Background: an optimization exercise with open tools, aiming at small area, a short achievable clock period and few clock cycles per item. Do not read the settings as production practice.
Function was not checked in any run shown here: the RTL went through the layout flow alone.
Power is estimated from default activity; no workload was simulated.

===== design/flow/design.v =====
`default_nettype none
package lc4_pkg;
   localparam logic [15:0] RESET_PC = 16'h8200;
   localparam logic [3:0] OP_ARITH = 4'b0001;
   localparam logic [3:0] OP_LOGIC = 4'b0101;
   localparam logic [3:0] OP_CONST = 4'b1001;
   function automatic logic insn_writes_rd(input logic [15:0] insn);
      case (insn[15:12])
         OP_ARITH: insn_writes_rd = insn[5] || (insn[4:3] != 2'b11);
         OP_LOGIC: insn_writes_rd = 1'b1;
         OP_CONST: insn_writes_rd = 1'b1;
         default:  insn_writes_rd = 1'b0;
      endcase
   endfunction
endpackage
`default_nettype wire
`timescale 1ns/1ps
`default_nettype none
module lc4_mul_csa (
   input  logic [15:0] a,
   input  logic [15:0] b,
   output logic [15:0] s,
   output logic [15:0] c
);
   logic one0, two0, neg0;
   logic pp0_0;
   logic pp0_1;
   logic pp0_2;
   logic pp0_3;
   logic pp0_4;
   logic pp0_5;
   logic pp0_6;
   logic pp0_7;
   logic pp0_8;
   logic pp0_9;
   logic pp0_10;
   logic pp0_11;
   logic pp0_12;
   logic pp0_13;
   logic pp0_14;
   logic pp0_15;
   logic one1, two1, neg1;
   logic pp1_0;
   logic pp1_1;
   logic pp1_2;
   logic pp1_3;
   logic pp1_4;
   logic pp1_5;
   logic pp1_6;
   logic pp1_7;
   logic pp1_8;
   logic pp1_9;
   logic pp1_10;
   logic pp1_11;
   logic pp1_12;
   logic pp1_13;
   logic one2, two2, neg2;
   logic pp2_0;
   logic pp2_1;
   logic pp2_2;
   logic pp2_3;
   logic pp2_4;
   logic pp2_5;
   logic pp2_6;
   logic pp2_7;
   logic pp2_8;
   logic pp2_9;
   logic pp2_10;
   logic pp2_11;
   logic one3, two3, neg3;
   logic pp3_0;
   logic pp3_1;
   logic pp3_2;
   logic pp3_3;
   logic pp3_4;
   logic pp3_5;
   logic pp3_6;
   logic pp3_7;
   logic pp3_8;
   logic pp3_9;
   logic one4, two4, neg4;
   logic pp4_0;
   logic pp4_1;
   logic pp4_2;
   logic pp4_3;
   logic pp4_4;
   logic pp4_5;
   logic pp4_6;
   logic pp4_7;
   logic one5, two5, neg5;
   logic pp5_0;
   logic pp5_1;
   logic pp5_2;
   logic pp5_3;
   logic pp5_4;
   logic pp5_5;
   logic one6, two6, neg6;
   logic pp6_0;
   logic pp6_1;
   logic pp6_2;
   logic pp6_3;
   logic one7, two7, neg7;
   logic pp7_0;
   logic pp7_1;
   logic hs0, hc0;
   logic hs1, hc1;
   logic fs2, fc2;
   logic hs3, hc3;
   logic fs4, fc4;
   logic hs5, hc5;
   logic fs6, fc6;
   logic fs7, fc7;
   logic hs8, hc8;
   logic fs9, fc9;
   logic fs10, fc10;
   logic hs11, hc11;
   logic hs12, hc12;
   logic hs13, hc13;
   logic fs14, fc14;
   logic hs15, hc15;
   logic fs16, fc16;
   logic hs17, hc17;
   logic fs18, fc18;
   logic fs19, fc19;
   logic fs20, fc20;
   logic fs21, fc21;
   logic fs22, fc22;
   logic fs23, fc23;
   logic fs24, fc24;
   logic fs25, fc25;
   logic fs26, fc26;
   logic fs27, fc27;
   logic fs28, fc28;
   logic fs29, fc29;
   logic hs30, hc30;
   logic hs31, hc31;
   logic fs32, fc32;
   logic fs33, fc33;
   logic fs34, fc34;
   logic fs35, fc35;
   logic fs36, fc36;
   logic fs37, fc37;
   logic fs38, fc38;
   logic fs39, fc39;
   logic fs40, fc40;
   logic fs41, fc41;
   logic hs42, hc42;
   logic hs43, hc43;
   logic fs44, fc44;
   logic fs45, fc45;
   logic fs46, fc46;
   logic fs47, fc47;
   logic fs48, fc48;
   logic fs49, fc49;
   logic fs50, fc50;
   logic fs51, fc51;
   logic fs52, fc52;
   logic fs53, fc53;
   logic fs54, fc54;
   logic fs55, fc55;
   assign one0 = b[0] ^ 1'b0;
   assign two0 = (b[1] & ~b[0] & ~1'b0) | (~b[1] & b[0] & 1'b0);
   assign neg0 = b[1];
   assign pp0_0 = (one0 & a[0]) ^ neg0;
   assign pp0_1 = ((one0 & a[1]) | (two0 & a[0])) ^ neg0;
   assign pp0_2 = ((one0 & a[2]) | (two0 & a[1])) ^ neg0;
   assign pp0_3 = ((one0 & a[3]) | (two0 & a[2])) ^ neg0;
   assign pp0_4 = ((one0 & a[4]) | (two0 & a[3])) ^ neg0;
   assign pp0_5 = ((one0 & a[5]) | (two0 & a[4])) ^ neg0;
   assign pp0_6 = ((one0 & a[6]) | (two0 & a[5])) ^ neg0;
   assign pp0_7 = ((one0 & a[7]) | (two0 & a[6])) ^ neg0;
   assign pp0_8 = ((one0 & a[8]) | (two0 & a[7])) ^ neg0;
   assign pp0_9 = ((one0 & a[9]) | (two0 & a[8])) ^ neg0;
   assign pp0_10 = ((one0 & a[10]) | (two0 & a[9])) ^ neg0;
   assign pp0_11 = ((one0 & a[11]) | (two0 & a[10])) ^ neg0;
   assign pp0_12 = ((one0 & a[12]) | (two0 & a[11])) ^ neg0;
   assign pp0_13 = ((one0 & a[13]) | (two0 & a[12])) ^ neg0;
   assign pp0_14 = ((one0 & a[14]) | (two0 & a[13])) ^ neg0;
   assign pp0_15 = ((one0 & a[15]) | (two0 & a[14])) ^ neg0;
   assign one1 = b[2] ^ b[1];
   assign two1 = (b[3] & ~b[2] & ~b[1]) | (~b[3] & b[2] & b[1]);
   assign neg1 = b[3];
   assign pp1_0 = (one1 & a[0]) ^ neg1;
   assign pp1_1 = ((one1 & a[1]) | (two1 & a[0])) ^ neg1;
   assign pp1_2 = ((one1 & a[2]) | (two1 & a[1])) ^ neg1;
   assign pp1_3 = ((one1 & a[3]) | (two1 & a[2])) ^ neg1;
   assign pp1_4 = ((one1 & a[4]) | (two1 & a[3])) ^ neg1;
   assign pp1_5 = ((one1 & a[5]) | (two1 & a[4])) ^ neg1;
   assign pp1_6 = ((one1 & a[6]) | (two1 & a[5])) ^ neg1;
   assign pp1_7 = ((one1 & a[7]) | (two1 & a[6])) ^ neg1;
   assign pp1_8 = ((one1 & a[8]) | (two1 & a[7])) ^ neg1;
   assign pp1_9 = ((one1 & a[9]) | (two1 & a[8])) ^ neg1;
   assign pp1_10 = ((one1 & a[10]) | (two1 & a[9])) ^ neg1;
   assign pp1_11 = ((one1 & a[11]) | (two1 & a[10])) ^ neg1;
   assign pp1_12 = ((one1 & a[12]) | (two1 & a[11])) ^ neg1;
   assign pp1_13 = ((one1 & a[13]) | (two1 & a[12])) ^ neg1;
   assign one2 = b[4] ^ b[3];
   assign two2 = (b[5] & ~b[4] & ~b[3]) | (~b[5] & b[4] & b[3]);
   assign neg2 = b[5];
   assign pp2_0 = (one2 & a[0]) ^ neg2;
   assign pp2_1 = ((one2 & a[1]) | (two2 & a[0])) ^ neg2;
   assign pp2_2 = ((one2 & a[2]) | (two2 & a[1])) ^ neg2;
   assign pp2_3 = ((one2 & a[3]) | (two2 & a[2])) ^ neg2;
   assign pp2_4 = ((one2 & a[4]) | (two2 & a[3])) ^ neg2;
   assign pp2_5 = ((one2 & a[5]) | (two2 & a[4])) ^ neg2;
   assign pp2_6 = ((one2 & a[6]) | (two2 & a[5])) ^ neg2;
   assign pp2_7 = ((one2 & a[7]) | (two2 & a[6])) ^ neg2;
   assign pp2_8 = ((one2 & a[8]) | (two2 & a[7])) ^ neg2;
   assign pp2_9 = ((one2 & a[9]) | (two2 & a[8])) ^ neg2;
   assign pp2_10 = ((one2 & a[10]) | (two2 & a[9])) ^ neg2;
   assign pp2_11 = ((one2 & a[11]) | (two2 & a[10])) ^ neg2;
   assign one3 = b[6] ^ b[5];
   assign two3 = (b[7] & ~b[6] & ~b[5]) | (~b[7] & b[6] & b[5]);
   assign neg3 = b[7];
   assign pp3_0 = (one3 & a[0]) ^ neg3;
   assign pp3_1 = ((one3 & a[1]) | (two3 & a[0])) ^ neg3;
   assign pp3_2 = ((one3 & a[2]) | (two3 & a[1])) ^ neg3;
   assign pp3_3 = ((one3 & a[3]) | (two3 & a[2])) ^ neg3;
   assign pp3_4 = ((one3 & a[4]) | (two3 & a[3])) ^ neg3;
   assign pp3_5 = ((one3 & a[5]) | (two3 & a[4])) ^ neg3;
   assign pp3_6 = ((one3 & a[6]) | (two3 & a[5])) ^ neg3;
   assign pp3_7 = ((one3 & a[7]) | (two3 & a[6])) ^ neg3;
   assign pp3_8 = ((one3 & a[8]) | (two3 & a[7])) ^ neg3;
   assign pp3_9 = ((one3 & a[9]) | (two3 & a[8])) ^ neg3;
   assign one4 = b[8] ^ b[7];
   assign two4 = (b[9] & ~b[8] & ~b[7]) | (~b[9] & b[8] & b[7]);
   assign neg4 = b[9];
   assign pp4_0 = (one4 & a[0]) ^ neg4;
   assign pp4_1 = ((one4 & a[1]) | (two4 & a[0])) ^ neg4;
   assign pp4_2 = ((one4 & a[2]) | (two4 & a[1])) ^ neg4;
   assign pp4_3 = ((one4 & a[3]) | (two4 & a[2])) ^ neg4;
   assign pp4_4 = ((one4 & a[4]) | (two4 & a[3])) ^ neg4;
   assign pp4_5 = ((one4 & a[5]) | (two4 & a[4])) ^ neg4;
   assign pp4_6 = ((one4 & a[6]) | (two4 & a[5])) ^ neg4;
   assign pp4_7 = ((one4 & a[7]) | (two4 & a[6])) ^ neg4;
   assign one5 = b[10] ^ b[9];
   assign two5 = (b[11] & ~b[10] & ~b[9]) | (~b[11] & b[10] & b[9]);
   assign neg5 = b[11];
   assign pp5_0 = (one5 & a[0]) ^ neg5;
   assign pp5_1 = ((one5 & a[1]) | (two5 & a[0])) ^ neg5;
   assign pp5_2 = ((one5 & a[2]) | (two5 & a[1])) ^ neg5;
   assign pp5_3 = ((one5 & a[3]) | (two5 & a[2])) ^ neg5;
   assign pp5_4 = ((one5 & a[4]) | (two5 & a[3])) ^ neg5;
   assign pp5_5 = ((one5 & a[5]) | (two5 & a[4])) ^ neg5;
   assign one6 = b[12] ^ b[11];
   assign two6 = (b[13] & ~b[12] & ~b[11]) | (~b[13] & b[12] & b[11]);
   assign neg6 = b[13];
   assign pp6_0 = (one6 & a[0]) ^ neg6;
   assign pp6_1 = ((one6 & a[1]) | (two6 & a[0])) ^ neg6;
   assign pp6_2 = ((one6 & a[2]) | (two6 & a[1])) ^ neg6;
   assign pp6_3 = ((one6 & a[3]) | (two6 & a[2])) ^ neg6;
   assign one7 = b[14] ^ b[13];
   assign two7 = (b[15] & ~b[14] & ~b[13]) | (~b[15] & b[14] & b[13]);
   assign neg7 = b[15];
   assign pp7_0 = (one7 & a[0]) ^ neg7;
   assign pp7_1 = ((one7 & a[1]) | (two7 & a[0])) ^ neg7;
   assign hs0 = pp0_10 ^ pp1_8;
   assign hc0 = pp0_10 & pp1_8;
   assign hs1 = pp0_11 ^ pp1_9;
   assign hc1 = pp0_11 & pp1_9;
   assign fs2 = pp0_12 ^ pp1_10 ^ pp2_8;
   assign fc2 = (pp0_12 & pp1_10) | (pp0_12 & pp2_8) | (pp1_10 & pp2_8);
   assign hs3 = pp3_6 ^ pp4_4;
   assign hc3 = pp3_6 & pp4_4;
   assign fs4 = pp0_13 ^ pp1_11 ^ pp2_9;
   assign fc4 = (pp0_13 & pp1_11) | (pp0_13 & pp2_9) | (pp1_11 & pp2_9);
   assign hs5 = pp3_7 ^ pp4_5;
   assign hc5 = pp3_7 & pp4_5;
   assign fs6 = pp0_14 ^ pp1_12 ^ pp2_10;
   assign fc6 = (pp0_14 & pp1_12) | (pp0_14 & pp2_10) | (pp1_12 & pp2_10);
   assign fs7 = pp3_8 ^ pp4_6 ^ pp5_4;
   assign fc7 = (pp3_8 & pp4_6) | (pp3_8 & pp5_4) | (pp4_6 & pp5_4);
   assign hs8 = pp6_2 ^ pp7_0;
   assign hc8 = pp6_2 & pp7_0;
   assign fs9 = pp0_15 ^ pp1_13 ^ pp2_11;
   assign fc9 = (pp0_15 & pp1_13) | (pp0_15 & pp2_11) | (pp1_13 & pp2_11);
   assign fs10 = pp3_9 ^ pp4_7 ^ pp5_5;
   assign fc10 = (pp3_9 & pp4_7) | (pp3_9 & pp5_5) | (pp4_7 & pp5_5);
   assign hs11 = pp6_3 ^ pp7_1;
   assign hc11 = pp6_3 & pp7_1;
   assign hs12 = pp0_6 ^ pp1_4;
   assign hc12 = pp0_6 & pp1_4;
   assign hs13 = pp0_7 ^ pp1_5;
   assign hc13 = pp0_7 & pp1_5;
   assign fs14 = pp0_8 ^ pp1_6 ^ pp2_4;
   assign fc14 = (pp0_8 & pp1_6) | (pp0_8 & pp2_4) | (pp1_6 & pp2_4);
   assign hs15 = pp3_2 ^ pp4_0;
   assign hc15 = pp3_2 & pp4_0;
   assign fs16 = pp0_9 ^ pp1_7 ^ pp2_5;
   assign fc16 = (pp0_9 & pp1_7) | (pp0_9 & pp2_5) | (pp1_7 & pp2_5);
   assign hs17 = pp3_3 ^ pp4_1;
   assign hc17 = pp3_3 & pp4_1;
   assign fs18 = hs0 ^ pp2_6 ^ pp3_4;
   assign fc18 = (hs0 & pp2_6) | (hs0 & pp3_4) | (pp2_6 & pp3_4);
   assign fs19 = pp4_2 ^ pp5_0 ^ neg5;
   assign fc19 = (pp4_2 & pp5_0) | (pp4_2 & neg5) | (pp5_0 & neg5);
   assign fs20 = hc0 ^ hs1 ^ pp2_7;
   assign fc20 = (hc0 & hs1) | (hc0 & pp2_7) | (hs1 & pp2_7);
   assign fs21 = pp3_5 ^ pp4_3 ^ pp5_1;
   assign fc21 = (pp3_5 & pp4_3) | (pp3_5 & pp5_1) | (pp4_3 & pp5_1);
   assign fs22 = hc1 ^ fs2 ^ hs3;
   assign fc22 = (hc1 & fs2) | (hc1 & hs3) | (fs2 & hs3);
   assign fs23 = pp5_2 ^ pp6_0 ^ neg6;
   assign fc23 = (pp5_2 & pp6_0) | (pp5_2 & neg6) | (pp6_0 & neg6);
   assign fs24 = fc2 ^ hc3 ^ fs4;
   assign fc24 = (fc2 & hc3) | (fc2 & fs4) | (hc3 & fs4);
   assign fs25 = hs5 ^ pp5_3 ^ pp6_1;
   assign fc25 = (hs5 & pp5_3) | (hs5 & pp6_1) | (pp5_3 & pp6_1);
   assign fs26 = fc4 ^ hc5 ^ fs6;
   assign fc26 = (fc4 & hc5) | (fc4 & fs6) | (hc5 & fs6);
   assign fs27 = fs7 ^ hs8 ^ neg7;
   assign fc27 = (fs7 & hs8) | (fs7 & neg7) | (hs8 & neg7);
   assign fs28 = fc6 ^ fc7 ^ hc8;
   assign fc28 = (fc6 & fc7) | (fc6 & hc8) | (fc7 & hc8);
   assign fs29 = fs9 ^ fs10 ^ hs11;
   assign fc29 = (fs9 & fs10) | (fs9 & hs11) | (fs10 & hs11);
   assign hs30 = pp0_4 ^ pp1_2;
   assign hc30 = pp0_4 & pp1_2;
   assign hs31 = pp0_5 ^ pp1_3;
   assign hc31 = pp0_5 & pp1_3;
   assign fs32 = hs12 ^ pp2_2 ^ pp3_0;
   assign fc32 = (hs12 & pp2_2) | (hs12 & pp3_0) | (pp2_2 & pp3_0);
   assign fs33 = hc12 ^ hs13 ^ pp2_3;
   assign fc33 = (hc12 & hs13) | (hc12 & pp2_3) | (hs13 & pp2_3);
   assign fs34 = hc13 ^ fs14 ^ hs15;
   assign fc34 = (hc13 & fs14) | (hc13 & hs15) | (fs14 & hs15);
   assign fs35 = fc14 ^ hc15 ^ fs16;
   assign fc35 = (fc14 & hc15) | (fc14 & fs16) | (hc15 & fs16);
   assign fs36 = fc16 ^ hc17 ^ fs18;
   assign fc36 = (fc16 & hc17) | (fc16 & fs18) | (hc17 & fs18);
   assign fs37 = fc18 ^ fc19 ^ fs20;
   assign fc37 = (fc18 & fc19) | (fc18 & fs20) | (fc19 & fs20);
   assign fs38 = fc20 ^ fc21 ^ fs22;
   assign fc38 = (fc20 & fc21) | (fc20 & fs22) | (fc21 & fs22);
   assign fs39 = fc22 ^ fc23 ^ fs24;
   assign fc39 = (fc22 & fc23) | (fc22 & fs24) | (fc23 & fs24);
   assign fs40 = fc24 ^ fc25 ^ fs26;
   assign fc40 = (fc24 & fc25) | (fc24 & fs26) | (fc25 & fs26);
   assign fs41 = fc26 ^ fc27 ^ fs28;
   assign fc41 = (fc26 & fc27) | (fc26 & fs28) | (fc27 & fs28);
   assign hs42 = pp0_2 ^ pp1_0;
   assign hc42 = pp0_2 & pp1_0;
   assign hs43 = pp0_3 ^ pp1_1;
   assign hc43 = pp0_3 & pp1_1;
   assign fs44 = hs30 ^ pp2_0 ^ neg2;
   assign fc44 = (hs30 & pp2_0) | (hs30 & neg2) | (pp2_0 & neg2);
   assign fs45 = hc30 ^ hs31 ^ pp2_1;
   assign fc45 = (hc30 & hs31) | (hc30 & pp2_1) | (hs31 & pp2_1);
   assign fs46 = hc31 ^ fs32 ^ neg3;
   assign fc46 = (hc31 & fs32) | (hc31 & neg3) | (fs32 & neg3);
   assign fs47 = fc32 ^ fs33 ^ pp3_1;
   assign fc47 = (fc32 & fs33) | (fc32 & pp3_1) | (fs33 & pp3_1);
   assign fs48 = fc33 ^ fs34 ^ neg4;
   assign fc48 = (fc33 & fs34) | (fc33 & neg4) | (fs34 & neg4);
   assign fs49 = fc34 ^ fs35 ^ hs17;
   assign fc49 = (fc34 & fs35) | (fc34 & hs17) | (fs35 & hs17);
   assign fs50 = fc35 ^ fs36 ^ fs19;
   assign fc50 = (fc35 & fs36) | (fc35 & fs19) | (fs36 & fs19);
   assign fs51 = fc36 ^ fs37 ^ fs21;
   assign fc51 = (fc36 & fs37) | (fc36 & fs21) | (fs37 & fs21);
   assign fs52 = fc37 ^ fs38 ^ fs23;
   assign fc52 = (fc37 & fs38) | (fc37 & fs23) | (fs38 & fs23);
   assign fs53 = fc38 ^ fs39 ^ fs25;
   assign fc53 = (fc38 & fs39) | (fc38 & fs25) | (fs39 & fs25);
   assign fs54 = fc39 ^ fs40 ^ fs27;
   assign fc54 = (fc39 & fs40) | (fc39 & fs27) | (fs40 & fs27);
   assign fs55 = fc40 ^ fs41 ^ fs29;
   assign fc55 = (fc40 & fs41) | (fc40 & fs29) | (fs41 & fs29);
   assign s[0] = pp0_0;
   assign c[0] = neg0;
   assign s[1] = pp0_1;
   assign c[1] = 1'b0;
   assign s[2] = hs42;
   assign c[2] = neg1;
   assign s[3] = hc42;
   assign c[3] = hs43;
   assign s[4] = hc43;
   assign c[4] = fs44;
   assign s[5] = fc44;
   assign c[5] = fs45;
   assign s[6] = fc45;
   assign c[6] = fs46;
   assign s[7] = fc46;
   assign c[7] = fs47;
   assign s[8] = fc47;
   assign c[8] = fs48;
   assign s[9] = fc48;
   assign c[9] = fs49;
   assign s[10] = fc49;
   assign c[10] = fs50;
   assign s[11] = fc50;
   assign c[11] = fs51;
   assign s[12] = fc51;
   assign c[12] = fs52;
   assign s[13] = fc52;
   assign c[13] = fs53;
   assign s[14] = fc53;
   assign c[14] = fs54;
   assign s[15] = fc54;
   assign c[15] = fs55;
endmodule
`default_nettype wire
`timescale 1ns/1ps
`default_nettype none
module lc4_ooo_core (
   input  logic        gwe,
   input  logic        rst_n,
   output logic [15:0] imem_addr,
   input  logic [15:0] imem_out,
   output logic        commit_valid,
   output logic [15:0] commit_pc,
   output logic [15:0] commit_insn,
   output logic [15:0] commit_value,
   output logic        commit_we,
   output logic [2:0]  commit_reg,
   output logic [2:0]  commit_nzp
);
   logic [15:0] pc_f;
   logic        x_valid, x_we, x_mulph;
   logic [15:0] x_insn, x_a, x_b;
   logic        c_valid, c_we, c_zero;
   logic [15:0] c_pc, c_insn, c_value;
   logic [15:0] rf [8];
   logic [7:0]  rf_ok;
   logic        x_sub, x_and, x_or, x_xor, x_mul;
   logic        stall, x_wr;
   logic [15:0] sum, res, mul_s, mul_c;
   assign stall = x_valid && x_mul && !x_mulph;    
   assign sum   = x_a + (x_b ^ {16{x_sub}}) + {15'd0, x_sub};
   lc4_mul_csa i_mul (.a(x_a), .b(x_b), .s(mul_s), .c(mul_c));
   always_comb begin
      if (x_and)
         res = x_a & x_b;
      else if (x_or)
         res = x_a | x_b;
      else if (x_xor)
         res = x_a ^ x_b;
      else
         res = sum;
   end
   assign x_wr = x_valid && x_we && !stall;
   logic [3:0]  f_op;
   logic [2:0]  f_rs, f_rt, f_fn;
   logic [15:0] rf_a, rf_b, f_imm, a_next, b_next;
   logic        f_arith, f_logic, f_const, f_imm_sel, f_not, byp_a, byp_b, use_a;
   assign imem_addr = pc_f;
   assign f_op      = imem_out[15:12];
   assign f_fn      = imem_out[5:3];
   assign f_rs      = imem_out[8:6];
   assign f_rt      = imem_out[2:0];
   assign f_arith   = (f_op == lc4_pkg::OP_ARITH);
   assign f_logic   = (f_op == lc4_pkg::OP_LOGIC);
   assign f_const   = (f_op == lc4_pkg::OP_CONST);
   assign f_not     = f_logic && (f_fn == 3'b001);
   assign f_imm_sel = f_const || f_not || (f_fn[2] && (f_arith || f_logic));
   assign f_imm     = f_const ? {{7{imem_out[8]}}, imem_out[8:0]} :
                      f_not   ? 16'hffff : {{11{imem_out[4]}}, imem_out[4:0]};
   assign use_a     = !f_const;
   assign rf_a      = (use_a && rf_ok[f_rs]) ? rf[f_rs] : 16'h0000;
   assign rf_b      = rf_ok[f_rt] ? rf[f_rt] : 16'h0000;
   assign byp_a     = use_a && x_wr && (x_insn[11:9] == f_rs);
   assign byp_b     = x_wr && (x_insn[11:9] == f_rt);
   assign a_next    = byp_a ? res : rf_a;
   assign b_next    = f_imm_sel ? f_imm : (byp_b ? res : rf_b);
   always_ff @(posedge gwe or negedge rst_n) begin
      if (!rst_n) begin
         pc_f    <= lc4_pkg::RESET_PC;
         c_pc    <= lc4_pkg::RESET_PC;
         x_valid <= 1'b0;
         x_mulph <= 1'b0;
         c_valid <= 1'b0;
         rf_ok   <= '0;
      end else begin
         pc_f    <= pc_f + {15'd0, !stall};
         c_pc    <= c_pc + {15'd0, c_valid};
         x_valid <= 1'b1;
         x_mulph <= stall;
         c_valid <= x_valid && !stall;
         if (x_wr)
            rf_ok[x_insn[11:9]] <= 1'b1;
      end
   end
   always_ff @(posedge gwe) begin
      if (stall) begin
         x_a <= mul_s;
         x_b <= mul_c;
      end else begin
         x_insn <= imem_out;
         x_we   <= lc4_pkg::insn_writes_rd(imem_out);
         x_sub  <= f_arith && (f_fn == 3'b010);
         x_mul  <= f_arith && (f_fn == 3'b001);
         x_and  <= f_logic && (f_fn == 3'b000 || f_fn[2]);
         x_or   <= f_logic && (f_fn == 3'b010);
         x_xor  <= f_logic && (f_fn == 3'b011 || f_fn == 3'b001);
         x_a    <= a_next;
         x_b    <= b_next;
      end
      c_insn  <= x_insn;
      c_we    <= x_we;
      c_value <= res;
      c_zero  <= (res == 16'h0000);
      if (x_wr)
         rf[x_insn[11:9]] <= res;
   end
   assign commit_valid = c_valid;
   assign commit_pc    = c_pc;
   assign commit_insn  = c_insn;
   assign commit_value = c_value;
   assign commit_we    = c_we;
   assign commit_reg   = c_insn[11:9];
   assign commit_nzp   = {c_value[15], c_zero, !c_value[15] && !c_zero};
endmodule
`default_nettype wire

===== design/flow/run.sh =====
#!/bin/bash
# synth_recipe.tcl (not shown) runs the flow's synth.tcl, then flattens the netlist and writes it again
# the make line also repeats each setting of config.mk as NAME=value (left out here)
make -C /OpenROAD-flow-scripts/flow DESIGN_CONFIG=/design/flow/config.mk WORK_HOME=/design/flow/orfs CLKGATE_MAP_FILE= SYNTH_SCRIPT=/design/flow/synth_recipe.tcl finish

===== design/flow/config.mk =====
export PLATFORM = sky130hd
export DESIGN_NAME = lc4_ooo_core
export DESIGN_NICKNAME = lc4_ooo_core
export VERILOG_FILES = /design/flow/design.v
export SDC_FILE = /design/flow/constraint.sdc
export NUM_CORES = 4
export LEC_CHECK = 0
export CAP_MARGIN = 20
export CORE_MARGIN = 2
export CORE_UTILIZATION = 40
export SETUP_SLACK_MARGIN = 3
export SLEW_MARGIN = 20

===== design/flow/constraint.sdc =====
create_clock -name core_clock -period 9.0 [get_ports {gwe}]
set_input_delay 1.8000 -clock core_clock [delete_from_list [all_inputs] [get_ports {gwe}]]
set_output_delay 1.8000 -clock core_clock [all_outputs]
set_load 0.01 [all_outputs]

==> load_flow_metrics.sql, run 1 <==
INSERT INTO impl_metrics (metric_group, metric, value, unit) VALUES
('timing', 'fin_crit_sh', '50.3', '%'),
('place', 'placed_cells_incl_taps', '1998', ''),
('grt', 'grt-ovfl-total', '0', ''),
('place', 'gp_congestion', '0.990', ''),
('critical_path', 'setup.worst_path.end_class', 'register', ''),
('timing', 'grt_setup_unrepaired', 'no', ''),
('die', 'placement_rows', '73', ''),
('finish', 'layout_common_cells', '150 x sky130_fd_sc_hd__edfxtp_1, 145 x sky130_fd_sc_hd__nor2_1, 92 x sky130_fd_sc_hd__a21oi_1', ''),
('clock_network', 'ctsRootBufferMaster', 'sky130_fd_sc_hd__clkbuf_16', ''),
('clock_network', 'cts_hold_repair.buffers', '0', ''),
('critical_path', 'crit_path_start_kind', 'register', ''),
('grt', 'global_route.usage.total', '21.5', '%'),
('critical_path', 'setup.worst_path.class', 'reg2reg', ''),
('timing', 'final_sum_of_negative_setup_slack', '0', 'ns'),
('synthesis', 'yosysWarningCount', '1', ''),
('drt', 'routed-via-count', '11800', ''),
('critical_path', 'path_common_cell', 'sky130_fd_sc_hd__fa_1', ''),
('finish', 'fin_util', '46.1', '%'),
('timing', 'layout_min_cycle_time', '4.53', 'ns'),
('clock_network', 'clock_buffer_count_from_cts', '29', ''),
('synthesis', 'netlist_top_cells_area', 'sky130_fd_sc_hd__edfxtp_1 28%, sky130_fd_sc_hd__mux4_2 9.6%, sky130_fd_sc_hd__dfxtp_1 8.3%', ''),
('drt', 'dr.first_iter.drc_count', '1074', ''),
('synthesis', 'postSynth.topFlopCell', 'sky130_fd_sc_hd__edfxtp_1', ''),
('timing', 'final_hold_violating_endpoints', '0', ''),
('clock_network', 'clk_transition_reported_paths', '0.07', 'ns'),
('pwr', 'vdd_drop_max', '0.204', 'mV'),
('pwr', 'total_switching_power', '1.81', 'mW'),
('pwr', 'leakage', '6.85', 'nW'),
('synthesis', 'netlist_area', '16000', 'sq um'),
('clock_network', 'clock_tree_from_tritoncts', 'yes', ''),
('critical_path', 'timing.critical_path.arrival', '4.99', 'ns'),
('clock_network', 'clock_sink_count', '259', ''),
('timing', 'finalWorstSetupSlack', '4.47', 'ns'),
('pwr', 'clkPwrFrac', '24.5', '%'),
('critical_path', 'path_cells', 'xor2_1 -> and2_1 -> a221oi_1 -> fa_1 -> fa_1 -> inv_1 -> fa_1 -> inv_1 -> fa_1 -> nor2_1 -> nor3_1', ''),
('drt', 'drt-wirelength-per-cell', '21.8', 'um'),
('status', 'status', 'no timing/DRC/antenna violations', ''),
('die', 'initial_core_utilization', '40.3', '%'),
('critical_path', 'cell_type_of_the_slowest_stage_on_the_worst_timing_path', 'sky130_fd_sc_hd__dfxtp_2', ''),
('timing', 'drv_slew', '0', ''),
('pwr', 'switching_share', '38.2', '%'),
('pwr', 'seq_power_share', '33.9', '%'),
('die', 'floorplan.die.width', '204', 'um'),
('pwr', 'comb_power_share', '41.6', '%'),
('synthesis', 'mappedNetlistNets', '1586', ''),
('critical_path', 'cpLargestDelayFamily', 'adder cells', ''),
('critical_path', 'critical_path.max_stage_delay', '1.01', 'ns'),
('timing', 'fin_skew', '0.0222', 'ns'),
('job', 'maxCapViolations', '0', ''),
('finish', 'fillCellCount', '3667', ''),
('place', 'post-dp-hpwl', '30700', 'um'),
('grt', 'pin_count_of_the_biggest_net_entering_global_routing', '61', ''),
('place', 'detailedPlace.worstSlack', '4.48', 'ns'),
('clock_network', 'ctsResizeCount', '0', ''),
('finish', 'num-nets-final', '1625', ''),
('drt', 'drt_pass1_iterations', '5', ''),
('synthesis', 'yosysSeqAreaShare', '43.2', '%'),
('clock_network', 'clock_latency_on_the_worst_skew_pair', '0.56', 'ns'),
('timing', 'timing.slew.headroom', '29.2', '%'),
('grt', 'first_global_vias', '11500', ''),
('finish', 'synthToLayoutAreaGrowth', '14.3', '%'),
('finish', 'final-instance-count-excl-fill', '2053', ''),
('clock_network', 'total_setup_buffers_inserted_after_cts', '0', ''),
('synthesis', 'synth_top_area_cell', 'sky130_fd_sc_hd__edfxtp_1', ''),
('synthesis', 'synthesis.instances', '1466', ''),
('synthesis', 'synth_enable_flop_cells', '150', ''),
('pwr', 'internal_power', '2.92', 'mW'),
('timing', 'setup_viol_count_final', '0', ''),
('synthesis', 'postSynth.asyncResetShare', '16.6', '%'),
('die', 'boundaryPins', '90', ''),
('drt', 'wirelength_routed', '44700', 'um');
final cells by class:
class	count	area, sq um	share of cell area, %
clock buffers	34	764	4.18
clock inverters	20	168	0.917
inverters	78	293	1.60
multi-input cells	1009	8330	45.5
flip-flops and latches	259	6910	37.8
well taps	525	657	3.59
repair buffers	128	1170	6.39
final timing paths:
check / endpoint / cells after the start / slack (ns) / startpoint
hold reg to reg: c_insn[5] / 0 / 0.34 / x_insn[5]
hold / removal: c_insn[5] / 0 / 0.34 / x_insn[5]
max in group asynchronous: c_pc[9] / 1 / 7.37 / rst_n
min in group asynchronous: rf_ok[5] / 1 / 1.24 / rst_n
setup / recovery: x_b[13] / 11 / 4.47 / x_b[1]
setup reg to reg: x_b[13] / 11 / 4.47 / x_b[1]
state kept, by name, summed over array words and instances, names as in the netlist, 8 cells and up:
register	count
rf_ok	8
x_a	16
x_b	16
c_pc	16
pc_f	16
rf	128
c_insn	16
c_value	16
x_insn	16
through the flow:
stage / hold slack [ns] / cell area [sq um]
after floorplan: 0.323 / 16000
after global placement: 0.324 / 17300
after detailed placement: 0.327 / 17300
after CTS: 0.337 / 18300
after global routing: 0.345 / 18300
final: 0.338 / 18300
per-layer routing:
metal  GRT usage (%)  vias to the layer above  share of wire (%)
met3            2.47                       71                6.2
li1                -                     5497                  -
met5               0                        -                  0
met4            5.41                        0                2.4
met1            30.7                     5838                 45
met2            35.1                      426                 46
power by group through the flow:
stage | sequential, mW | combinational [mW] | clock [mW]
2_1_floorplan | 1.58 | 1.24 | 0
3_3_place_gp | 1.62 | 1.91 | 0
3_5_place_dp | 1.62 | 1.93 | 0
4_1_cts | 1.60 | 1.94 | 1.18
5_1_grt | 1.62 | 2.15 | 1.23
6_report | 1.60 | 1.97 | 1.16
worst register-to-register path, delay by kind of cell (launching register included):
family          cells  cell delay, ns
fa+ha+maj           4            2.17
flops               1            1.01
simple gates        3            0.55
compound gates      1            0.40
xor+xnor            1            0.21
buf+inv             2            0.11
cell families after synthesis:
logic type / share of synthesized area (%)
AO/OA/AOI/OAI: 15.4
AND/OR/NAND/NOR: 9.08
other: 0.0235
XOR/XNOR: 5.36
multiplexers: 12.3
flip-flops: 43.2
buffers and inverters: 4.96
adder cells (fa/ha/maj): 9.70
synth_stat cells (20+ instances only):
| library cell | n |
|---|---|
| sky130_fd_sc_hd__mux4_2 | 68 |
| sky130_fd_sc_hd__nand2_1 | 89 |
| sky130_fd_sc_hd__a22oi_1 | 22 |
| sky130_fd_sc_hd__dfrtp_1 | 39 |
| sky130_fd_sc_hd__ha_1 | 68 |
| sky130_fd_sc_hd__o21ai_0 | 62 |
| sky130_fd_sc_hd__mux2i_1 | 20 |
| sky130_fd_sc_hd__nor2_1 | 145 |
| sky130_fd_sc_hd__a21oi_1 | 93 |
| sky130_fd_sc_hd__inv_1 | 75 |
| sky130_fd_sc_hd__clkbuf_1 | 78 |
| sky130_fd_sc_hd__o211ai_1 | 22 |
| sky130_fd_sc_hd__xnor2_1 | 57 |
| sky130_fd_sc_hd__edfxtp_1 | 150 |
| sky130_fd_sc_hd__dfxtp_1 | 66 |
| sky130_fd_sc_hd__a221oi_1 | 36 |
| sky130_fd_sc_hd__o22ai_1 | 41 |
| sky130_fd_sc_hd__fa_1 | 34 |
| sky130_fd_sc_hd__xor2_1 | 39 |
==> run 2: changes to the inputs <==
--- a/design/flow/config.mk
+++ b/design/flow/config.mk
@@ -9,4 +9,4 @@
 export CORE_MARGIN = 2
 export CORE_UTILIZATION = 40
-export SETUP_SLACK_MARGIN = 3
+export SETUP_SLACK_MARGIN = 5
 export SLEW_MARGIN = 20
==> run 2 against run 1 <==
  * Still clean on timing, DRC and antenna
  * Final area grew 1.1%
  * Routed wire length grew 3.0%
  * Sequential power is essentially flat
  * Worst setup slack gained 0.61 ns
  * Sequential cell count is the same
  * Highest routed layer is now met5
==> load_flow_metrics.sql, run 2 <==
INSERT INTO impl_metrics (metric_group, metric, value, unit) VALUES
('die', 'core_region_area', '39600', 'sq um'),
('clock_network', 'clk_transition_reported_paths', '0.06', 'ns'),
('synthesis', 'netlist_area', '16000', 'sq um'),
('place', 'io_buffer_count', '89', ''),
('grt', 'grt_first_pass_wirelength', '70400', 'um'),
('timing', 'layout_min_cycle_time', '3.91', 'ns'),
('drt', 'drt_pass1_iterations', '7', ''),
('finish', 'num-nets-final', '1628', ''),
('synthesis', 'synthesis.instances', '1466', ''),
('clock_network', 'clock_tree_from_tritoncts', 'yes', ''),
('critical_path', 'cp.required', '9.38', 'ns'),
('grt', 'grt-ovfl-total', '0', ''),
('synthesis', 'ys_types', '78', ''),
('synthesis', 'synth.most_common_cell', 'sky130_fd_sc_hd__edfxtp_1', ''),
('grt', 'global_route.usage.total', '22.0', '%'),
('drt', 'drt-wirelength-per-cell', '22.4', 'um'),
('hold_path', 'holdCritPathClass', 'reg2reg', ''),
('synthesis', 'synth_area_per_cell', '10.9', 'sq um'),
('timing', 'fmax', '0.256', 'GHz'),
('drt', 'drc', '0', ''),
('die', 'initial_core_utilization', '40.3', '%'),
('critical_path', 'timing.critical_path.arrival', '4.29', 'ns'),
('pwr', 'leakage', '6.95', 'nW'),
('timing', 'finalWorstSetupSlack', '5.09', 'ns'),
('finish', 'layout.cells.most_common', 'sky130_fd_sc_hd__edfxtp_1', ''),
('synthesis', 'yosysSeqAreaShare', '43.2', '%'),
('finish', 'share_of_post_route_cells_with_drive_strength_above_1', '15.5', '%'),
('die', 'design.die.area', '41600', 'sq um'),
('critical_path', 'critical_path.max_stage_delay', '0.69', 'ns'),
('timing', 'fin_crit_sh', '43.5', '%'),
('drt', 'wirelength_routed', '46000', 'um'),
('die', 'boundaryPins', '90', ''),
('job', 'maxCapViolations', '0', ''),
('timing', 'final_sum_of_negative_setup_slack', '0', 'ns'),
('clock_network', 'clock_latency_on_the_worst_skew_pair', '0.57', 'ns'),
('pwr', 'power_per_cell_area', '263', 'nW/um^2'),
('clock_network', 'cts-root-to-sink-buffers', '3', ''),
('finish', 'synthToLayoutAreaGrowth', '15.6', '%'),
('synthesis', 'post_synth_most_frequent_cells', '150 x sky130_fd_sc_hd__edfxtp_1, 145 x sky130_fd_sc_hd__nor2_1, 93 x sky130_fd_sc_hd__a21oi_1', ''),
('die', 'floorplan.die.height', '204', 'um'),
('place', 'detailedPlace.worstSlack', '4.56', 'ns'),
('critical_path', 'path_cells', 'nand2_1 -> a21oi_1 -> nor2_1 -> a221oi_1 -> fa_1 -> inv_1 -> fa_1 -> fa_1 -> xnor2_1 -> xnor2_1 -> xnor2_1 -> xnor2_2 -> a22oi_1', ''),
('critical_path', 'crit_path_max_fanout', '12', ''),
('critical_path', 'setup.worst_path.class', 'reg2reg', ''),
('place', 'gp_congestion', '0.905', ''),
('critical_path', 'cell_type_of_the_slowest_stage_on_the_worst_timing_path', 'sky130_fd_sc_hd__dfxtp_1', ''),
('timing', 'worst_pin_slew', '1.05', 'ns'),
('finish', 'insertedDiodeCount', '0', ''),
('drt', 'routed-via-count', '12000', ''),
('synthesis', 'postSynth.asyncResetShare', '16.6', '%'),
('synthesis', 'netlist_top_cells_area', 'sky130_fd_sc_hd__edfxtp_1 28%, sky130_fd_sc_hd__mux4_2 9.6%, sky130_fd_sc_hd__dfxtp_1 8.3%', ''),
('clock_network', 'cts_hold_repair.buffers', '0', ''),
('place', 'post-dp-hpwl', '31100', 'um'),
('clock_network', 'clock_sink_count', '259', ''),
('pwr', 'vdd_drop_max', '0.198', 'mV'),
('synthesis', 'synth_top_cell_area_share', '28.2', '%'),
('die', 'floorplan.die.width', '204', 'um'),
('timing', 'setup_viol_count_final', '0', ''),
('critical_path', 'cpLargestDelayFamily', 'adder cells', ''),
('finish', 'fillCellCount', '3702', ''),
('status', 'status', 'no timing/DRC/antenna violations', ''),
('timing', 'drv_slew', '0', ''),
('critical_path', 'crit_path_start_kind', 'register', ''),
('timing', 'fin_skew', '0.0399', 'ns'),
('critical_path', 'setup.worst_path.end_class', 'register', ''),
('timing', 'grt_setup_unrepaired', 'yes', ''),
('synthesis', 'mappedNetlistNets', '1586', ''),
('drt', 'via_per_inst', '5.84', ''),
('grt', 'first_global_vias', '11700', ''),
('grt', 'pin_count_of_the_biggest_net_entering_global_routing', '61', ''),
('timing', 'timing.slew.headroom', '29.7', '%'),
('synthesis', 'yosysWarningCount', '1', ''),
('timing', 'final_hold_violating_endpoints', '0', ''),
('synthesis', 'postSynth.topFlopCell', 'sky130_fd_sc_hd__edfxtp_1', ''),
('finish', 'layout_common_cells', '150 x sky130_fd_sc_hd__edfxtp_1, 143 x sky130_fd_sc_hd__nor2_1, 91 x sky130_fd_sc_hd__a21oi_1', ''),
('synthesis', 'synth_top_area_cell', 'sky130_fd_sc_hd__edfxtp_1', ''),
('drt', 'post_route_antenna_net_violation_count', '0', ''),
('synthesis', 'yosys_register_bits', '259', ''),
('critical_path', 'worst-path-buf-inv', '1', ''),
('die', 'placement_rows', '73', ''),
('synthesis', 'synth_enable_flop_cells', '150', ''),
('clock_network', 'total_setup_buffers_inserted_after_cts', '0', ''),
('drt', 'dr.first_iter.drc_count', '1071', ''),
('grt', 'antenna_found_initial', '1', ''),
('clock_network', 'clock_buffer_count_from_cts', '29', ''),
('finish', 'largest_register_ff_count', '128', ''),
('clock_network', 'ctsRootBufferMaster', 'sky130_fd_sc_hd__clkbuf_16', ''),
('clock_network', 'maximum_level_of_the_cts_h_tree', '1', '');
run 2: cell families after synthesis:
group / share of synthesized area (%)
other: 0.0235
multiplexers: 12.3
AO/OA/AOI/OAI: 15.4
XOR/XNOR: 5.36
flip-flops: 43.2
AND/OR/NAND/NOR: 9.08
buffers and inverters: 4.96
adder cells (fa/ha/maj): 9.70
run 2: area by class of cell:
class	count	area (sq um)	share of cell area (%)
repair buffers	131	1270	6.85
clock buffers	35	778	4.21
clock inverters	19	198	1.07
multi-input cells	1009	8370	45.3
well taps	525	657	3.55
inverters	78	293	1.58
flip-flops and latches	259	6930	37.5
run 2: path summary, 6_finish.rpt:
| path | from | to | depth (start not counted) | slack [ns] |
|---|---|---|---|---|
| worst max-delay path | x_a[10] | x_b[15] | 13 | 5.09 |
| worst min-delay path | x_insn[7] | c_insn[7] | 0 | 0.34 |
| max in group asynchronous | rst_n | c_pc[9] | 1 | 7.35 |
| min in group asynchronous | rst_n | rf_ok[3] | 1 | 1.23 |
| worst max register to register | x_a[10] | x_b[15] | 13 | 5.09 |
| worst min register to register | x_insn[7] | c_insn[7] | 0 | 0.34 |
run 2: repair_timing:
action	4_1_cts	5_1_grt
hold endpoints to repair	0	0
gates resized for setup	15	18
cloned	0	3
endpoints found under the setup margin	10	7
run 2: where the power goes:
group / switching (mW) / internal, mW / total, mW / leakage (nW)
clock: 0.482 / 0.706 / 1.19 / 0.480
combinational: 1.22 / 0.845 / 2.07 / 3.96
sequential: 0.147 / 1.45 / 1.60 / 2.51
run 2: worst register-to-register path: stages, from the launching register on:
cell and delay, ns:
sky130_fd_sc_hd__dfxtp_1 0.69, sky130_fd_sc_hd__nand2_1 0.16, sky130_fd_sc_hd__a21oi_1 0.17, sky130_fd_sc_hd__nor2_1 0.05, sky130_fd_sc_hd__a221oi_1 0.33, sky130_fd_sc_hd__fa_1 0.48
sky130_fd_sc_hd__inv_1 0.08, sky130_fd_sc_hd__fa_1 0.42, sky130_fd_sc_hd__fa_1 0.39, sky130_fd_sc_hd__xnor2_1 0.21, sky130_fd_sc_hd__xnor2_1 0.17, sky130_fd_sc_hd__xnor2_1 0.16
sky130_fd_sc_hd__xnor2_2 0.30, sky130_fd_sc_hd__a22oi_1 0.14
run 2: metal layers:
| metal | GRT usage [%] | vias to the layer above | wire, um |
|---|---|---|---|
| li1 | - | 5505 | - |
| met1 | 31.4 | 6005 | 20400 |
| met2 | 34.8 | 419 | 21300 |
| met3 | 2.89 | 85 | 2770 |
| met4 | 6.75 | 2 | 1440 |
| met5 | 0 | - | 8 |
run 2: per-stage QoR:
| step | instance area, sq um | hold WS, ns | instances | total power, mW | utilization (%) |
|---|---|---|---|---|---|
| floorplan | 16000 | 0.323 | 1466 | 2.82 | - |
| global placement | 17300 | 0.325 | 1998 | 3.58 | 43.7 |
| detailed placement | 17300 | 0.327 | 1999 | 3.58 | 43.7 |
| CTS | 18300 | 0.338 | 2053 | 4.80 | 46.3 |
| global route | 18500 | 0.342 | 2056 | 5.15 | 46.6 |
| finish | 18500 | 0.338 | 2056 | 4.86 | 46.6 |
==> run 3: changes to the inputs <==
==> design/flow/flow/run.sh (new file) <==
#!/bin/bash
# Standard layout (the standard.sh), with plain buffers on the ports and a
# tighter setup repair target. Each tool's output goes to a log in this folder.
set -euo pipefail
bash standard.sh BUFFER_PORTS_ARGS="-buffer_cell sky130_fd_sc_hd__buf_2" SETUP_SLACK_MARGIN=6 finish > flow_make.log 2>&1
==> design/flow/standard.sh (new file) <==
#!/bin/bash
# synth_recipe.tcl (not shown) runs the flow's synth.tcl, then flattens the netlist and writes it again
# the make line also repeats each setting of config.mk as NAME=value (left out here)
make -C /OpenROAD-flow-scripts/flow DESIGN_CONFIG=/design/flow/config.mk WORK_HOME=/design/flow/orfs CLKGATE_MAP_FILE= SYNTH_SCRIPT=/design/flow/synth_recipe.tcl "${@:-finish}"
--- a/design/flow/config.mk
+++ b/design/flow/config.mk
@@ -9,4 +9,3 @@
 export CORE_MARGIN = 2
 export CORE_UTILIZATION = 40
-export SETUP_SLACK_MARGIN = 5
 export SLEW_MARGIN = 20
removed: design/flow/run.sh
==> run 3 against run 2 <==
  * Routed wire length rose by 6.7%
  * Sequential share of layout area down 3.2 points
  * Sequential power hardly changed
  * Hold slack got worse by 0.0019 ns
  * First-iteration DRC count increased by 14%
  * Register-to-register slack better by 0.36 ns
  * Worst setup slack improved by 0.36 ns
  * Maximum frequency grew 10%
  * Non-clock buffer count up 119
  * Largest cell class unchanged
==> load_flow_metrics.sql, run 3 <==
INSERT INTO impl_metrics (metric_group, metric, value, unit) VALUES
('grt', 'groute.layer.met1.usage', '31.8', '%'),
('die', 'core_region_area', '39600', 'sq um'),
('clock_network', 'clock_tree_from_tritoncts', 'yes', ''),
('grt', 'globalRouteMet3Util', '3.67', '%'),
('pwr', 'vdd_drop_max', '0.181', 'mV'),
('die', 'design.die.area', '41600', 'sq um'),
('finish', 'layout.cells.most_common', 'sky130_fd_sc_hd__edfxtp_1', ''),
('timing', 'fin_skew', '0.0479', 'ns'),
('synthesis', 'ys_types', '78', ''),
('critical_path', 'setup.worst_path.class', 'reg2reg', ''),
('timing', 'grt_setup_unrepaired', 'yes', ''),
('drt', 'post_route_antenna_net_violation_count', '0', ''),
('critical_path', 'critical_path.max_stage_delay', '0.55', 'ns'),
('timing', 'setup_viol_count_final', '0', ''),
('critical_path', 'crit_path_max_fanout', '7', ''),
('clock_network', 'ctsRootBufferMaster', 'sky130_fd_sc_hd__clkbuf_16', ''),
('synthesis', 'synth_enable_flop_cells', '150', ''),
('place', 'gp_congestion', '0.918', ''),
('clock_network', 'clock_buffer_count_from_cts', '28', ''),
('clock_network', 'maximum_level_of_the_cts_h_tree', '1', ''),
('pwr', 'totalPowerFinal', '5.32', 'mW'),
('synthesis', 'postSynth.topFlopCell', 'sky130_fd_sc_hd__edfxtp_1', ''),
('grt', 'global_route.usage.total', '22.9', '%'),
('grt', 'gr-usage-met2', '36.7', '%'),
('die', 'initial_core_utilization', '40.3', '%'),
('critical_path', 'setup.worst_path.end_class', 'register', ''),
('finish', 'synthToLayoutAreaGrowth', '27.2', '%'),
('synthesis', 'yosysWarningCount', '1', ''),
('timing', 'timing.slew.headroom', '42.6', '%'),
('timing', 'final_sum_of_negative_setup_slack', '0', 'ns'),
('timing', 'final_hold_violating_endpoints', '0', ''),
('place', 'post-dp-hpwl', '31200', 'um'),
('drt', 'drt_pass1_iterations', '6', ''),
('synthesis', 'netlist_area', '16000', 'sq um'),
('drt', 'wirelength_routed', '49100', 'um'),
('critical_path', 'cp.required', '9.47', 'ns'),
('place', 'io_buffer_count', '89', ''),
('synthesis', 'mappedNetlistNets', '1586', ''),
('timing', 'drv_slew', '0', ''),
('clock_network', 'cts_hold_repair.buffers', '0', ''),
('status', 'status', 'no timing/DRC/antenna violations', ''),
('drt', 'routed-via-count', '12800', ''),
('synthesis', 'synthesis.instances', '1466', ''),
('timing', 'fmax', '0.282', 'GHz'),
('die', 'placement_rows', '73', ''),
('grt', 'globalRoute.busiestLayer', 'met2', ''),
('critical_path', 'crit_path_start_kind', 'register', ''),
('finish', 'largest_register_ff_count', '128', ''),
('drt', 'via_per_inst', '5.89', '');
## run 3: cell count changes in the layout (fill, tap and decap cells not counted), moves of 8 or more
cell | before | now
sky130_fd_sc_hd__buf_2 | 5 | 75
sky130_fd_sc_hd__a221oi_1 | 34 | 16
sky130_fd_sc_hd__buf_6 | 2 | 36
sky130_fd_sc_hd__a21oi_1 | 91 | 81
sky130_fd_sc_hd__o21ai_0 | 62 | 45
sky130_fd_sc_hd__dfxtp_4 | 3 | 12
sky130_fd_sc_hd__o21ai_1 | 8 | 16
sky130_fd_sc_hd__fa_1 | 34 | 24
sky130_fd_sc_hd__clkdlybuf4s50_1 | 84 | 0
sky130_fd_sc_hd__buf_12 | 2 | 18
sky130_fd_sc_hd__fa_2 | 0 | 10
sky130_fd_sc_hd__a221oi_2 | 2 | 18
sky130_fd_sc_hd__buf_4 | 35 | 105
sky130_fd_sc_hd__nor2_1 | 143 | 135
## run 3: where the power goes
| group | total (mW) | switching (mW) | internal (mW) |
|---|---|---|---|
| clock | 1.18 | 0.480 | 0.699 |
| combinational | 2.54 | 1.42 | 1.12 |
| sequential | 1.60 | 0.148 | 1.45 |
## run 3: what timing repair did
action,in CTS,in global routing
resized for setup,158,98
buffers inserted,76,43
pin swaps,47,60
cloned,10,2
setup endpoints to repair,155,109
## run 3: area by class of cell
type	instances	area, sq um
inverters	78	302
flip-flops and latches	259	6960
clock buffers	33	729
multi-input cells	1011	9160
clock inverters	19	234
fillers	3480	19300
repair buffers	250	2290
well taps	525	657
diodes	1	2.50
## run 3: layer usage
metal  vias to the layer above  part of all wire, %
met2                       546                   47
met1                      6413                   42
met5                         -                    0
li1                       5746                    -
met3                       105                  7.9
met4                         0                  3.2
## run 3: path summary, 6_finish.rpt
| kind | depth (start not counted) | slack (ns) | to | start |
|---|---|---|---|---|
| setup / recovery | 14 | 5.45 | x_b[14] | x_b[3] |
| hold reg to reg | 0 | 0.34 | c_insn[15] | x_insn[15] |
| min in group asynchronous | 1 | 1.21 | rf_ok[0] | rst_n |
| max in group asynchronous | 1 | 7.37 | c_pc[5] | rst_n |
| setup reg to reg | 14 | 5.45 | x_b[14] | x_b[3] |
| hold / removal | 0 | 0.34 | c_insn[15] | x_insn[15] |
## run 3: kinds of logic after synthesis
family	share of synthesized area, %
AND/OR/NAND/NOR	9.08
flip-flops	43.2
adder cells (fa/ha/maj)	9.70
multiplexers	12.3
buffers and inverters	4.96
other	0.0235
AO/OA/AOI/OAI	15.4
XOR/XNOR	5.36
## run 3: metrics by stage
step / instance area (sq um) / hold slack [ns] / util (%) / worst slack [ns] / cells
after floorplan: 16400 / 0.323 / - / 5.45 / 1466
after global placement: 17100 / 0.324 / 43.1 / 4.62 / 1992
after global routing: 20300 / 0.348 / 51.3 / 5.32 / 2176
final: 20300 / 0.336 / 51.3 / 5.45 / 2176
after CTS: 19600 / 0.340 / 49.4 / 5.46 / 2130
after detailed placement: 17100 / 0.328 / 43.1 / 4.61 / 1992
## run 3: critical path: cells and delay by family, from the launching register on
kind	cells	cell delay, ns
fa+ha+maj	4	1.98
flops	1	0.38
compound gates	3	0.45
simple gates	3	0.27
buf+inv	4	0.35

==> port drivers added, routing unchanged <==
The flow's constraints put no driver on any port. The routed layouts listed below were extracted and timed again, unchanged, in two steps.
Step 1: set_driving_cell puts a clkbuf_16 on gwe and a buf_2 on each other input, an assumption about the parent block.
Step 2 times the ports against the registers' clock, not the clock port: input delays grow and output delays shrink by t, the midpoint of the rising clock arrivals with the driver on.
Three values: no drivers, after step 1, after step 2; two values: the first two.
run	t (ns)	setup WS [ns]	worst hold slack (ns)	latest minus earliest clock arrival (ns)	worst data-port slew with drivers (ns)
run 1	0.590	4.473 / 4.473 / 4.394	0.338 / 0.338 / 0.338	0.022 / 0.022	0.05
run 2	0.597	5.088 / 5.088 / 4.698	0.338 / 0.338 / 0.338	0.040 / 0.040	0.05
run 3	0.609	5.448 / 5.448 / 5.372	0.336 / 0.336 / 0.336	0.049 / 0.049	0.07
After both steps setup and hold are still met in every run listed. For run 2, which loses most, drivers alone change the setup slack by 0.000 ns; drivers and shift together by -0.390 ns.
